What follows belongs to an exercise in optimizing a design on an open flow for small area; a production flow would make more cautious choices.
In this exercise RTL edits were held to simulation tests only and were not proved equivalent to the original.
Power figures rest on the tool's default switching activity, not on a simulated workload.

Design rv_core, start of the top module:
module rv_core (
    input  logic        clk,
    input  logic        rst_n,
    output logic [31:0] imem_addr,
    input  logic [31:0] imem_insn,
    output logic [31:0] dmem_addr,
    output logic [31:0] dmem_wdata,
    input  logic [31:0] dmem_rdata,
    output logic        dmem_wen,
    output logic [3:0]  byte_en
);
Size: roughly 2300 cells after synthesis, roughly 170 I/O pins, about 30000 sq um of cells after synthesis.
clock: 6.5 ns
lec_check: 0
cap_margin: 20
core_margin: 2
core_utilization: 65
place_density: 0.8
slew_margin: 20
buffer_ports_args: -buffer_cell sky130_fd_sc_hd__buf_1
cts_args: -sink_clustering_enable -repair_clock_nets -dont_use_dummy_load -buf_list sky130_fd_sc_hd__clkbuf_16 -sink_clustering_size 30 -sink_clustering_max_diameter 60
standard.sh (not shown) runs the stock make flow with config.mk's settings and CLKGATE_MAP_FILE= SYNTH_SCRIPT=/design/flow/synth_recipe.tcl, a recipe that flattens the netlist after the stock synthesis.
==> flow/flow/run.sh <==
#!/bin/bash
# Standard ORFS layout (the standard.sh) with changes that only affect buffering:
#  - port buffers use the smallest buffer cell instead of clkdlybuf4s50_1
#  - CTS clusters more sinks per clock buffer and inserts no dummy loads
# Every tool's output goes to the ORFS logs under orfs/logs; make's own
# output goes to flow_make.log in the work folder.
set -euo pipefail
cat >> config.mk <<'CFG'
export BUFFER_PORTS_ARGS = -buffer_cell sky130_fd_sc_hd__buf_1
export CTS_ARGS = -sink_clustering_enable -repair_clock_nets -dont_use_dummy_load -buf_list sky130_fd_sc_hd__clkbuf_16 -sink_clustering_size 30 -sink_clustering_max_diameter 60
CFG
bash standard.sh > flow_make.log 2>&1
Next try:
--- a/flow/flow/run.sh
+++ b/flow/flow/run.sh
@@ -8,5 +8,5 @@
 cat >> config.mk <<'CFG'
 export BUFFER_PORTS_ARGS = -buffer_cell sky130_fd_sc_hd__buf_1
-export CTS_ARGS = -sink_clustering_enable -repair_clock_nets -dont_use_dummy_load -buf_list sky130_fd_sc_hd__clkbuf_16 -sink_clustering_size 30 -sink_clustering_max_diameter 60
+export CTS_ARGS = -sink_clustering_enable -repair_clock_nets -dont_use_dummy_load -buf_list sky130_fd_sc_hd__clkbuf_8 -sink_clustering_size 20 -sink_clustering_max_diameter 60
 CFG
 bash standard.sh > flow_make.log 2>&1
==> flow/config.mk (replaced) <==
export PLATFORM = sky130hd
export DESIGN_NAME = rv_core
export DESIGN_NICKNAME = rv_core
export VERILOG_FILES = /design/flow/design.v
export SDC_FILE = /design/flow/constraint.sdc
export NUM_CORES = 4
export LEC_CHECK = 0
export CAP_MARGIN = 20
export CORE_MARGIN = 2
export CORE_UTILIZATION = 40
export PLACE_DENSITY = 0.6
export SLEW_MARGIN = 20
export BUFFER_PORTS_ARGS = -buffer_cell sky130_fd_sc_hd__buf_1
export CTS_ARGS = -sink_clustering_enable -repair_clock_nets -dont_use_dummy_load -buf_list sky130_fd_sc_hd__clkbuf_8 -sink_clustering_size 20 -sink_clustering_max_diameter 60
After rerunning: Synthesized cell count is unchanged; hold slack gets worse by 28 ps; via count shrinks by 3.3%; synthesized area stays the same; die area rose by 61%; cell area climbs by 0.92%; power fell by 3.5%; clock power decreases by 11%; setup slack improves by 210 ps; first-iteration DRC count goes down by 37%; flip-flop and latch count is unchanged.
Next try:
==> flow/run.sh (new file) <==
#!/bin/bash
# synth_recipe.tcl (not shown) runs the flow's synth.tcl, then flattens the netlist and writes it again
# the make line also repeats each setting of config.mk as NAME=value (left out here)
make -C /OpenROAD-flow-scripts/flow DESIGN_CONFIG=/design/flow/config.mk WORK_HOME=/design/flow/orfs CLKGATE_MAP_FILE= SYNTH_SCRIPT=/design/flow/synth_recipe.tcl finish
==> flow/config.mk (replaced) <==
export PLATFORM = sky130hd
export DESIGN_NAME = rv_core
export DESIGN_NICKNAME = rv_core
export VERILOG_FILES = /design/flow/design.v
export SDC_FILE = /design/flow/constraint.sdc
export NUM_CORES = 4
export LEC_CHECK = 0
export CAP_MARGIN = 20
export CORE_MARGIN = 2
export CORE_UTILIZATION = 40
export PLACE_DENSITY = 0.6
export SLEW_MARGIN = 20
removed: flow/flow/run.sh
removed: flow/standard.sh
Outcome:
- The changed run finished with timing, DRC and antenna clean
- design area climbs by 11%
- total power climbs by 31%
- non-clock buffer count climbs by 6
- via count climbs by 1.6%
- register-to-register slack improves by 260 ps
Next try:
==> flow/flow/run.sh (new file) <==
#!/bin/bash
# Standard ORFS layout (the standard.sh) with changes that only affect buffering:
#  - port buffers use the smallest buffer cell instead of clkdlybuf4s50_1
#  - CTS clusters more sinks per clock buffer and inserts no dummy loads
# Every tool's output goes to the ORFS logs under orfs/logs; make's own
# output goes to flow_make.log in the work folder.
set -euo pipefail
cat >> config.mk <<'CFG'
export BUFFER_PORTS_ARGS = -buffer_cell sky130_fd_sc_hd__buf_1
export CTS_ARGS = -sink_clustering_enable -repair_clock_nets -dont_use_dummy_load -buf_list sky130_fd_sc_hd__clkbuf_8 -sink_clustering_size 20 -sink_clustering_max_diameter 60
CFG
bash standard.sh > flow_make.log 2>&1
==> flow/standard.sh (new file) <==
#!/bin/bash
# synth_recipe.tcl (not shown) runs the flow's synth.tcl, then flattens the netlist and writes it again
# the make line also repeats each setting of config.mk as NAME=value (left out here)
make -C /OpenROAD-flow-scripts/flow DESIGN_CONFIG=/design/flow/config.mk WORK_HOME=/design/flow/orfs CLKGATE_MAP_FILE= SYNTH_SCRIPT=/design/flow/synth_recipe.tcl "${@:-finish}"
--- a/flow/config.mk
+++ b/flow/config.mk
@@ -8,5 +8,7 @@
 export CAP_MARGIN = 20
 export CORE_MARGIN = 2
-export CORE_UTILIZATION = 40
-export PLACE_DENSITY = 0.6
+export CORE_UTILIZATION = 65
+export PLACE_DENSITY = 0.8
 export SLEW_MARGIN = 20
+export BUFFER_PORTS_ARGS = -buffer_cell sky130_fd_sc_hd__buf_1
+export CTS_ARGS = -sink_clustering_enable -repair_clock_nets -dont_use_dummy_load -buf_list sky130_fd_sc_hd__clkbuf_8 -sink_clustering_size 20 -sink_clustering_max_diameter 60
removed: flow/run.sh
Outcome:
- The new run completed without violations
- critical path depth falls by 3
- utilization went up by 22 points
- clock-buffer cell count is lower by 75
- wire length falls by 2.6%
- final area shrinks by 11%
- setup slack improves by 14 ps
- synthesized cell count stays the same
- maximum frequency is about the same
- global-route usage went up by 12 points
- via count went up by 1.4%
- synthesized area is unchanged
Next try:
==> flow/run.sh (new file) <==
#!/bin/bash
# synth_recipe.tcl (not shown) runs the flow's synth.tcl, then flattens the netlist and writes it again
# the make line also repeats each setting of config.mk as NAME=value (left out here)
make -C /OpenROAD-flow-scripts/flow DESIGN_CONFIG=/design/flow/config.mk WORK_HOME=/design/flow/orfs CLKGATE_MAP_FILE= SYNTH_SCRIPT=/design/flow/synth_recipe.tcl finish
==> flow/config.mk (replaced) <==
export PLATFORM = sky130hd
export DESIGN_NAME = rv_core
export DESIGN_NICKNAME = rv_core
export VERILOG_FILES = /design/flow/design.v
export SDC_FILE = /design/flow/constraint.sdc
export NUM_CORES = 4
export LEC_CHECK = 0
export ABC_AREA = 1
export CAP_MARGIN = 20
export CORE_MARGIN = 2
export CORE_UTILIZATION = 40
export PLACE_DENSITY = 0.6
export SLEW_MARGIN = 20
removed: flow/flow/run.sh
removed: flow/standard.sh
Outcome: The changed run produced a clean layout. Synthesized cell count increases by 22%. Register-to-register slack gains 580 ps. Critical path depth increases by 7. Die area increases by 64%. Core utilization decreases by 23 points. Wire length increases by 0.74%. Synthesized area increases by 1.5%. First-iteration DRC count decreases by 0.54%. Cell area increases by 14%. Sequential cell count stays the same.
Next try:
==> flow/flow/run.sh (new file) <==
#!/bin/bash
# Standard ORFS layout with three changes that only affect buffering:
#  - port buffers use the smallest buffer cell instead of clkdlybuf4s50_1
#  - CTS uses small clock buffers and inserts no dummy loads
# Every tool's output goes to the ORFS logs under orfs/logs; make's own
# output goes to flow_make.log in the work folder.
set -euo pipefail
cat >> config.mk <<'CFG'
export BUFFER_PORTS_ARGS = -buffer_cell sky130_fd_sc_hd__buf_1
export CTS_ARGS = -sink_clustering_enable -repair_clock_nets -dont_use_dummy_load -buf_list sky130_fd_sc_hd__clkbuf_4
CFG
bash standard.sh > flow_make.log 2>&1
==> flow/standard.sh (new file) <==
#!/bin/bash
# synth_recipe.tcl (not shown) runs the flow's synth.tcl, then flattens the netlist and writes it again
# the make line also repeats each setting of config.mk as NAME=value (left out here)
make -C /OpenROAD-flow-scripts/flow DESIGN_CONFIG=/design/flow/config.mk WORK_HOME=/design/flow/orfs CLKGATE_MAP_FILE= SYNTH_SCRIPT=/design/flow/synth_recipe.tcl "${@:-finish}"
--- a/flow/config.mk
+++ b/flow/config.mk
@@ -12,2 +12,4 @@
 export PLACE_DENSITY = 0.6
 export SLEW_MARGIN = 20
+export BUFFER_PORTS_ARGS = -buffer_cell sky130_fd_sc_hd__buf_1
+export CTS_ARGS = -sink_clustering_enable -repair_clock_nets -dont_use_dummy_load -buf_list sky130_fd_sc_hd__clkbuf_4
removed: flow/run.sh
=> The changed run passed the timing, DRC and antenna checks; wire length stays flat; final area goes down by 6.6%; area after synthesis is unchanged; cell count grows by about 2.3%.

-- re-timing with driven ports --
How much do the figures lean on ideal ports? The routed layouts below were timed once more, with nothing changed but the port constraints. Step 1 assumes that a clkbuf_16 drives the clock port and a buf_2 every other input. Step 2 times the ports against the registers' clock, not the clock port: input delays grow and output delays shrink by t, the midpoint of the rising clock arrivals with the driver on. a / b / c = ideal ports / drivers / drivers and shift; a / b = the first two.
run | shift t [ns] | setup slack, ns | worst register clock-pin slew, ns
the first run | 0.642 | 0.572 / 0.563 / -0.079 | 0.11 / 0.11
the second run | 0.710 | 0.780 / 0.731 / 0.021 | 0.12 / 0.12
the third run | 0.722 | 0.691 / 0.702 / -0.019 | 0.07 / 0.07
the fourth run | 0.721 | 0.706 / 0.713 / -0.007 | 0.13 / 0.13
the fifth run | 0.717 | 0.522 / 0.548 / -0.169 | 0.07 / 0.07
the sixth run | 1.101 | 1.511 / 1.542 / 0.441 | 0.07 / 0.07
Met with ideal ports but missed after step 2: setup timing in the first run, the third run, the fourth run and the fifth run. The setup slack of the sixth run, which loses most, moves by +0.031 ns with the drivers and by -1.070 ns with both steps.
